Context: an optimization exercise on an open-source flow, tuned for small area and a short achievable clock period. The choices shown serve that exercise and are no tape-out recipe.
In this exercise RTL edits were held to simulation tests only and were not proved equivalent to the original.
Power figures rest on the tool's default switching activity, not on a simulated workload.

### flow/run.sh
#!/bin/bash
# synth_recipe.tcl (not shown) runs the flow's synth.tcl, then flattens the netlist and writes it again
# the make line also repeats each setting of config.mk as NAME=value (left out here)
make -C /OpenROAD-flow-scripts/flow DESIGN_CONFIG=/design/flow/config.mk WORK_HOME=/design/flow/orfs CLKGATE_MAP_FILE= SYNTH_SCRIPT=/design/flow/synth_recipe.tcl finish
### flow/config.mk
export PLATFORM = sky130hd
export DESIGN_NAME = depth_gated_color_segmenter
export DESIGN_NICKNAME = depth_gated_color_segmenter
export VERILOG_FILES = /design/flow/design.v
export SDC_FILE = /design/flow/constraint.sdc
export NUM_CORES = 4
export LEC_CHECK = 0
export CAP_MARGIN = 20
export CORE_MARGIN = 2
export CORE_UTILIZATION = 40
export PLACE_DENSITY = 0.6
export SLEW_MARGIN = 20
### flow/constraint.sdc
create_clock -name core_clock -period 7.0 [get_ports {clock}]
set_input_delay 1.4000 -clock core_clock [delete_from_list [all_inputs] [get_ports {clock}]]
set_output_delay 1.4000 -clock core_clock [all_outputs]
set_load 0.01 [all_outputs]
### flow/design.v
package dgcs_pkg;
   localparam int LINE_WIDTH_DEFAULT = 640;
   localparam int LINE_COUNT_DEFAULT = 480;
   localparam int POS_W   = 19;
   localparam int CSR_IDX_W  = 3;
   localparam int CSR_DATA_W = 24;
   localparam logic [CSR_IDX_W-1:0] CSR_NEAR_LIMIT = 3'd0;
   localparam logic [CSR_IDX_W-1:0] CSR_STATS_LIMIT = 3'd1;
   localparam logic [CSR_IDX_W-1:0] CSR_BOX_A_LOW = 3'd2;
   localparam logic [CSR_IDX_W-1:0] CSR_BOX_A_HIGH = 3'd3;
   localparam logic [CSR_IDX_W-1:0] CSR_BOX_B_LOW = 3'd4;
   localparam logic [CSR_IDX_W-1:0] CSR_BOX_B_HIGH = 3'd5;
   localparam logic [15:0] NEAR_LIMIT_RESET  = 16'd700;
   localparam logic [15:0] STATS_LIMIT_RESET = 16'd500;
   localparam logic [23:0] BOX_A_LOW_RESET   = 24'h003F84;
   localparam logic [23:0] BOX_A_HIGH_RESET  = 24'h64A3AF;
   localparam logic [23:0] BOX_B_LOW_RESET   = 24'h00BFBE;
   localparam logic [23:0] BOX_B_HIGH_RESET  = 24'h1414FF;
   localparam logic [1:0] CLASS_FAR     = 2'd0;
   localparam logic [1:0] CLASS_BOX_A   = 2'd1;
   localparam logic [1:0] CLASS_BOX_B   = 2'd2;
   localparam logic [1:0] CLASS_UNMATCH = 2'd3;
   localparam logic [31:0] FAR_FILL  = 32'hA0FFFFFF;
   localparam logic [31:0] MARK_FILL = 32'hFFFF00FF;
   localparam logic [31:0] MIN_CLEAR = 32'hFFFFFFFF;
   localparam logic [POS_W-1:0] SLOT_MAX = 19'h7FFFF;
   typedef struct packed {
      logic [31:0] pixel_color;
      logic [15:0] depth_mm;
      logic        frame_end;
   } req_type;
   typedef struct packed {
      logic [1:0]       pixel_class;
      logic [31:0]      shown_color;
      logic [POS_W-1:0] pixel_position;
      logic [POS_W-1:0] class_slot;
      logic [31:0]      frame_min_color;
      logic [31:0]      frame_max_color;
      logic             stats_valid;
      logic             frame_last;
   } rsp_type;
   typedef struct packed {
      logic [1:0]  pixel_class;
      logic [31:0] shown_color;
      logic        hit_a;
      logic        hit_b;
   } class_type;
endpackage
module dgcs_classify (
   input  logic [31:0]         pixel_color,
   input  logic [15:0]         depth_mm,
   input  logic [15:0]         near_limit,
   input  logic [23:0]         box_a_low,
   input  logic [23:0]         box_a_high,
   input  logic [23:0]         box_b_low,
   input  logic [23:0]         box_b_high,
   output dgcs_pkg::class_type result
);
   function automatic logic in_box(logic [23:0] color, logic [23:0] lo, logic [23:0] hi);
      logic ok;
      ok = 1'b1;
      for (int ch = 0; ch < 3; ch++) begin
         if (!((lo[ch*8 +: 8] < color[ch*8 +: 8]) && (color[ch*8 +: 8] < hi[ch*8 +: 8]))) begin
            ok = 1'b0;
         end
      end
      in_box = ok;
   endfunction
   logic is_near;
   logic match_a;
   logic match_b;
   assign is_near = depth_mm < near_limit;
   assign match_a = in_box(pixel_color[23:0], box_a_low, box_a_high);
   assign match_b = in_box(pixel_color[23:0], box_b_low, box_b_high);
   always_comb begin
      result.hit_a = 1'b0;
      result.hit_b = 1'b0;
      result.pixel_class = dgcs_pkg::CLASS_FAR;
      result.shown_color = dgcs_pkg::FAR_FILL;
      if (is_near) begin
         if (match_a) begin
            result.hit_a = 1'b1;
            result.pixel_class = dgcs_pkg::CLASS_BOX_A;
            result.shown_color = pixel_color;
         end else if (match_b) begin
            result.hit_b = 1'b1;
            result.pixel_class = dgcs_pkg::CLASS_BOX_B;
            result.shown_color = pixel_color;
         end else begin
            result.pixel_class = dgcs_pkg::CLASS_UNMATCH;
            result.shown_color = dgcs_pkg::MARK_FILL;
         end
      end
   end
endmodule
module depth_gated_color_segmenter #(
   parameter int LINE_WIDTH = dgcs_pkg::LINE_WIDTH_DEFAULT,
   parameter int LINE_COUNT = dgcs_pkg::LINE_COUNT_DEFAULT
) (
   input  logic                            clock,
   input  logic                            reset,
   input  logic                            req_valid,
   output logic                            req_stall,
   input  logic [48:0]                     req_payload,
   output logic                            rsp_valid,
   input  logic                            rsp_stall,
   output logic [137:0]                    rsp_payload,
   input  logic                            csr_write,
   input  logic [dgcs_pkg::CSR_IDX_W-1:0]  csr_index,
   input  logic [dgcs_pkg::CSR_DATA_W-1:0] csr_data
);
   localparam longint FRAME_SIZE = longint'(LINE_WIDTH) * longint'(LINE_COUNT);
   localparam logic [24:0] FRAME_SIZE_W = 25'(FRAME_SIZE);
   logic [15:0] near_limit_ff;
   logic [15:0] stats_limit_ff;
   logic [23:0] box_a_low_ff;
   logic [23:0] box_a_high_ff;
   logic [23:0] box_b_low_ff;
   logic [23:0] box_b_high_ff;
   logic        in_valid_ff;
   dgcs_pkg::req_type     in_req_ff;
   logic        out_valid_ff;
   dgcs_pkg::rsp_type     out_rsp_ff;
   dgcs_pkg::rsp_type     out_rsp_in;
   logic [dgcs_pkg::POS_W-1:0] position_ff;
   logic [dgcs_pkg::POS_W-1:0] position_in;
   logic [dgcs_pkg::POS_W-1:0] count_a_ff;
   logic [dgcs_pkg::POS_W-1:0] count_a_in;
   logic [dgcs_pkg::POS_W-1:0] count_b_ff;
   logic [dgcs_pkg::POS_W-1:0] count_b_in;
   logic [31:0]      run_min_ff;
   logic [31:0]      run_min_in;
   logic [31:0]      run_max_ff;
   logic [31:0]      run_max_in;
   logic        advance;
   dgcs_pkg::class_type   cls;
   logic        qualify;
   logic [31:0] new_min;
   logic [31:0] new_max;
   logic        have_stats;
   logic [dgcs_pkg::POS_W:0] pos_inc;
   always_ff @(posedge clock) begin
      if (reset) begin
         near_limit_ff  <= dgcs_pkg::NEAR_LIMIT_RESET;
         stats_limit_ff <= dgcs_pkg::STATS_LIMIT_RESET;
         box_a_low_ff   <= dgcs_pkg::BOX_A_LOW_RESET;
         box_a_high_ff  <= dgcs_pkg::BOX_A_HIGH_RESET;
         box_b_low_ff   <= dgcs_pkg::BOX_B_LOW_RESET;
         box_b_high_ff  <= dgcs_pkg::BOX_B_HIGH_RESET;
      end else if (csr_write) begin
         unique case (csr_index)
            dgcs_pkg::CSR_NEAR_LIMIT:  near_limit_ff  <= csr_data[15:0];
            dgcs_pkg::CSR_STATS_LIMIT: stats_limit_ff <= csr_data[15:0];
            dgcs_pkg::CSR_BOX_A_LOW:   box_a_low_ff   <= csr_data;
            dgcs_pkg::CSR_BOX_A_HIGH:  box_a_high_ff  <= csr_data;
            dgcs_pkg::CSR_BOX_B_LOW:   box_b_low_ff   <= csr_data;
            dgcs_pkg::CSR_BOX_B_HIGH:  box_b_high_ff  <= csr_data;
            default: begin
            end
         endcase
      end
   end
   assign advance   = in_valid_ff && (!out_valid_ff || !rsp_stall);
   assign req_stall = in_valid_ff && !advance;
   always_ff @(posedge clock) begin
      if (reset) begin
         in_valid_ff <= 1'b0;
      end else if (req_valid && !req_stall) begin
         in_valid_ff <= 1'b1;
      end else if (advance) begin
         in_valid_ff <= 1'b0;
      end
   end
   always_ff @(posedge clock) begin
      if (req_valid && !req_stall) begin
         in_req_ff <= req_payload;
      end
   end
   dgcs_classify u_classify (
      .pixel_color (in_req_ff.pixel_color),
      .depth_mm    (in_req_ff.depth_mm),
      .near_limit  (near_limit_ff),
      .box_a_low   (box_a_low_ff),
      .box_a_high  (box_a_high_ff),
      .box_b_low   (box_b_low_ff),
      .box_b_high  (box_b_high_ff),
      .result      (cls)
   );
   assign qualify = (in_req_ff.depth_mm < stats_limit_ff) && (cls.shown_color != dgcs_pkg::MARK_FILL)
                    && (cls.shown_color != 32'd0);
   assign new_min = (qualify && (cls.shown_color < run_min_ff)) ? cls.shown_color : run_min_ff;
   assign new_max = (qualify && (cls.shown_color > run_max_ff)) ? cls.shown_color : run_max_ff;
   assign have_stats = !((new_min == dgcs_pkg::MIN_CLEAR) && (new_max == 32'd0));
   assign pos_inc = {1'b0, position_ff} + {{dgcs_pkg::POS_W{1'b0}}, 1'b1};
   always_comb begin
      out_rsp_in.pixel_class    = cls.pixel_class;
      out_rsp_in.shown_color    = cls.shown_color;
      out_rsp_in.pixel_position = position_ff;
      out_rsp_in.class_slot     = cls.hit_a ? count_a_ff : (cls.hit_b ? count_b_ff : '0);
      out_rsp_in.frame_last     = in_req_ff.frame_end;
      out_rsp_in.stats_valid    = in_req_ff.frame_end && have_stats;
      out_rsp_in.frame_min_color = out_rsp_in.stats_valid ? new_min : 32'd0;
      out_rsp_in.frame_max_color = out_rsp_in.stats_valid ? new_max : 32'd0;
      count_a_in = count_a_ff;
      count_b_in = count_b_ff;
      if (cls.hit_a && (count_a_ff != dgcs_pkg::SLOT_MAX)) begin
         count_a_in = count_a_ff + 1'b1;
      end
      if (cls.hit_b && (count_b_ff != dgcs_pkg::SLOT_MAX)) begin
         count_b_in = count_b_ff + 1'b1;
      end
      if (25'(pos_inc) >= FRAME_SIZE_W) begin
         position_in = '0;
      end else begin
         position_in = pos_inc[dgcs_pkg::POS_W-1:0];
      end
      run_min_in = new_min;
      run_max_in = new_max;
      if (in_req_ff.frame_end) begin
         position_in = '0;
         count_a_in  = '0;
         count_b_in  = '0;
         run_min_in  = dgcs_pkg::MIN_CLEAR;
         run_max_in  = 32'd0;
      end
   end
   always_ff @(posedge clock) begin
      if (reset) begin
         position_ff <= '0;
         count_a_ff  <= '0;
         count_b_ff  <= '0;
         run_min_ff  <= dgcs_pkg::MIN_CLEAR;
         run_max_ff  <= 32'd0;
      end else if (advance) begin
         position_ff <= position_in;
         count_a_ff  <= count_a_in;
         count_b_ff  <= count_b_in;
         run_min_ff  <= run_min_in;
         run_max_ff  <= run_max_in;
      end
   end
   always_ff @(posedge clock) begin
      if (reset) begin
         out_valid_ff <= 1'b0;
      end else if (advance) begin
         out_valid_ff <= 1'b1;
      end else if (!rsp_stall) begin
         out_valid_ff <= 1'b0;
      end
   end
   always_ff @(posedge clock) begin
      if (advance) begin
         out_rsp_ff <= out_rsp_in;
      end
   end
   assign rsp_valid   = out_valid_ff;
   assign rsp_payload = out_rsp_ff;
endmodule
==> results.txt <==
[cells in the mapped netlist (all sizes together) (20+ instances only)]
cell type / instances
nand2: 317
dfxtp: 251
inv: 192
edfxtp: 187
ha: 181
nor2: 173
a21oi: 139
clkbuf: 90
nand3: 68
o211ai: 67
nand4: 57
o21ai: 40
a211oi: 35
nor3: 30
nor4: 30
a2111oi: 29
o32ai: 27
xnor2: 25
a21o: 21
a22o: 20
[report_power, final]
group,internal [mW],switching [mW],total [mW]
clock,1.67,1.07,2.74
sequential,2.78,0.0643,2.84
combinational,0.293,0.432,0.725
[worst max-delay path by stage]
stage / start / end / slack (ns) / cells after the start
floorplan: in_req_ff[24]$_DFFE_PP_ / out_rsp_ff[56]$_SDFFCE_PN0P_ / 1.88 / 23
global placement: in_req_ff[40]$_DFFE_PP_ / run_min_ff[25]$_SDFFE_PP1P_ / 0.80 / 21
detailed placement: in_req_ff[40]$_DFFE_PP_ / out_rsp_ff[63]$_SDFFCE_PN0P_ / 0.57 / 21
CTS: in_req_ff[40]$_DFFE_PP_ / out_rsp_ff[63]$_SDFFCE_PN0P_ / 0.50 / 21
global route: in_req_ff[24]$_DFFE_PP_ / out_rsp_ff[65]$_SDFFCE_PN0P_ / 0.02 / 22
finish: in_req_ff[40]$_DFFE_PP_ / out_rsp_ff[65]$_SDFFCE_PN0P_ / 0.59 / 23
[cell families (layout without fill, tap and decap cells)]
logic type	count (synthesis)	after routing	share of synthesized area, %
AND/OR/NAND/NOR	745	745	16.0
AO/OA/AOI/OAI	446	446	15.1
flip-flops	438	438	50.6
buffers and inverters	292	530	5.27
adder cells (fa/ha/maj)	181	181	10.8
XOR/XNOR	37	37	1.54
multiplexers	15	15	0.714
other	0	3	0
[worst register-to-register path, delay by kind of cell, from the launching register on]
family | cells | cell delay, ns
and+or+nand+nor | 6 | 1.94
DFF | 1 | 0.54
buffers and inverters | 4 | 0.96
AOI/OAI and AO/OA | 11 | 2.01
adders and majority gates | 2 | 0.69
[flip-flops by register name (all words and copies together) (netlist names)]
name	cells
run_min_ff	32
run_max_ff	32
out_rsp_ff	138
position_ff	19
box_b_high_ff	24
count_a_ff	19
box_a_low_ff	24
box_a_high_ff	24
in_req_ff	49
near_limit_ff	16
count_b_ff	19
out_valid_ff	1
in_valid_ff	1
stats_limit_ff	16
box_b_low_ff	24
[routing by layer]
layer,share of wire (%),global-route usage (%)
met2,46,36.0
met4,3.4,9.10
met3,5.2,3.09
met5,0,0
met1,45,30.4
[cell type report]
cell class,count,area (um^2)
Antenna cell,3,7.51
Clock buffer,70,1460
Inverter,192,726
Clock inverter,22,267
Sequential cell,438,10600
Multi-Input combinational cell,1424,9340
Timing Repair Buffer,246,2420
Fill cell,4853,26500
Tap cell,688,861
[per-stage QoR]
stage                     area [um^2]  utilization [%]  total power, mW
after floorplan                 21000                -             3.29
after global placement          24000             45.9             3.60
after detailed placement        24000             45.9             3.62
after CTS                       25700             49.2             6.36
after global routing            25700             49.2             6.54
final                           25700             49.2             6.30
[layout by cell type, fill, tap and decap left out, types with 67 or more instances in the layout]
master	count
inv_1	189
dfxtp_1	251
ha_1	181
a21oi_1	137
edfxtp_1	187
nand2_1	316
clkdlybuf4s50_1	219
nand3_1	67
nor2_1	172
o211ai_1	67
==> run_results.csv <==
group,metric,value,unit
critical_path,reg2reg_depth,23,
routing,ant_nets,0,
synth,synth_top_area_cell,"edfxtp_1",
routing,firstDrtPassIters,5,
outcome,status,"complete, no violations",
critical_path,slowest_stage,"nor4_4",
global_route,overflow,0,
place,dp_hpwl,44.5,mm
hold_path,holdPathStages,2,
synth,async_flop_share,0,%
global_route,grt_max_degree,77,
power,ir_worst_vdd,151,uV
cells_and_area,synthToLayoutAreaGrowth,22.3,%
clock_network,clock_latency,0.59,ns
synth,synth.yosys.seq_area_share,50.6,%
critical_path,required,7.28,ns
place,placed_cells,2988,
timing,final.setup_skew,0.0161,ns
power,power_density,245,nW/um^2
critical_path,reg2reg_from,"in_req_ff[40]$_DFFE_PP_",
routing,num_vias,16803,
critical_path,rrSetupSlack,0.59,ns
critical_path,max_stage_delay,0.73,ns
critical_path,path_buf_inv,4,
clock_network,clk_pin_slew,0.06,ns
timing,hold_viol,0,
routing,vias_per_cell,5.45,
clock_network,cts_buffers,49,
clock_network,clock-sinks,438,
global_route,grt_use_total,22.4,%
critical_path,arrival,6.69,ns
place,gp_congestion,0.891,
timing,worst_slack,0.590,ns
hold_path,hold_start,"box_b_high_ff[14]$_SDFFE_PP0P_",
timing,rsz0062_at_grt,"false",
global_route,grt_pass1_vias,16323,
synth,netlist_area,21000,um^2
job,maxCapViolations,0,
hold_path,hp-class,"flop to flop",
timing,setup_violations,0,
global_route,antenna_found_initial,2,
clock_network,cts_hold_buf,0,
synth,synthCells,2154,
synth,synthesis.nets,2416,
synth,synth_seq_cells,438,
critical_path,path_cells,"inv_1 -> ha_1 -> a211oi_1 -> nand4_1 -> nor3_1 -> nand4_1 -> nor4_4 -> o21ai_1 -> buf_4 -> nor2_1 -> inv_1 -> ha_1 -> a21o_1 -> a21o_1 -> a21oi_1 -> o22ai_1 -> o41ai_1 -> a22o_1 -> a211oi_4 -> nor3_1 -> o21a_1 -> buf_4 -> a2111oi_0",
clock_network,cts_resized,0,
clock_network,cts_tree,"done",
place,dp_slack,0.566,ns
synth,yosysTopAreaCellShare,26.7,%
timing,finalSetupTns,0,ns
timing,holdWs,0.458,ns
synth,ys_types,61,
clock_network,cts_setup_buffers,0,
floorplan,die_area,54400,um^2
floorplan,num_rows,84,
clock_network,cts.htree.levels,2,
place,place.port_buffers,220,
timing,fmax,0.156,GHz
routing,routed_wl,61.5,mm
synth,synth-edff-count,187,
floorplan,die_y,233,um
floorplan,core_area,52200,um^2
timing,min_period,6.41,ns
cells_and_area,drive_above_1_share,6.35,%
floorplan,die_w,233,um
floorplan,start_util,40.3,%
hold_path,whs_endpoint,"box_b_high_ff[14]$_SDFFE_PP0P_",
floorplan,io_pins,221,
global_route,grt_pass1_wl,94.1,mm
critical_path,critPathTopFamily,"compound AO/OA/AOI/OAI gates",
power,power.leakage,10.0,nW
critical_path,path_class,"flop to flop",
clock_network,root_buffer,"clkbuf_16",
cells_and_area,final_cell_count_no_fill,3083,
routing,drc,0,
synth,synth_area_leaders,"edfxtp_1 (27%), dfxtp_1 (24%), ha_1 (11%)",
critical_path,crit_fanout,33,
cells_and_area,fin_nets,2613,
critical_path,endpoint_kind,"flop",
routing,drtIter0Drc,1420,
synth,yosys_warnings,2,
synth,synth_area_per_cell,9.76,um^2
critical_path,rr_endpoint,"out_rsp_ff[65]$_SDFFCE_PN0P_",
synth,synthFlopType,"dfxtp_1",
timing,tightest_slew,1.05,ns
timing,maxSlewViolCount,0,
critical_path,start_kind,"flop",
timing,slew_headroom,30.0,%
clock_network,cts_max_path_buffers,3,
routing,wl_per_cell,20.0,um
timing,fin_crit_sh,91.6,%

what the ideal ports hide:
How much do the figures lean on ideal ports? The routed layout below was timed once more, with nothing changed but the port constraints.
Step 1, drivers: a clkbuf_16 drives clock and a buf_2 each remaining input, both assumed.
Step 2 adds t to the input delays and takes it off the output delays; t is the mean of the earliest and latest rising clock arrival at the registers after step 1. Input paths then give back, and output paths get back, about the clock's delay inside the block.
a / b / c = ideal ports / drivers / drivers and shift; a / b = the first two.
t, ns: 0.639
setup slack, ns: 0.590 / 0.590 / 0.590
clock arrival spread, ns: 0.016 / 0.016
After both steps this run still meets setup and hold. For this run, drivers alone change the setup slack by 0.000 ns; drivers and shift together by 0.000 ns.
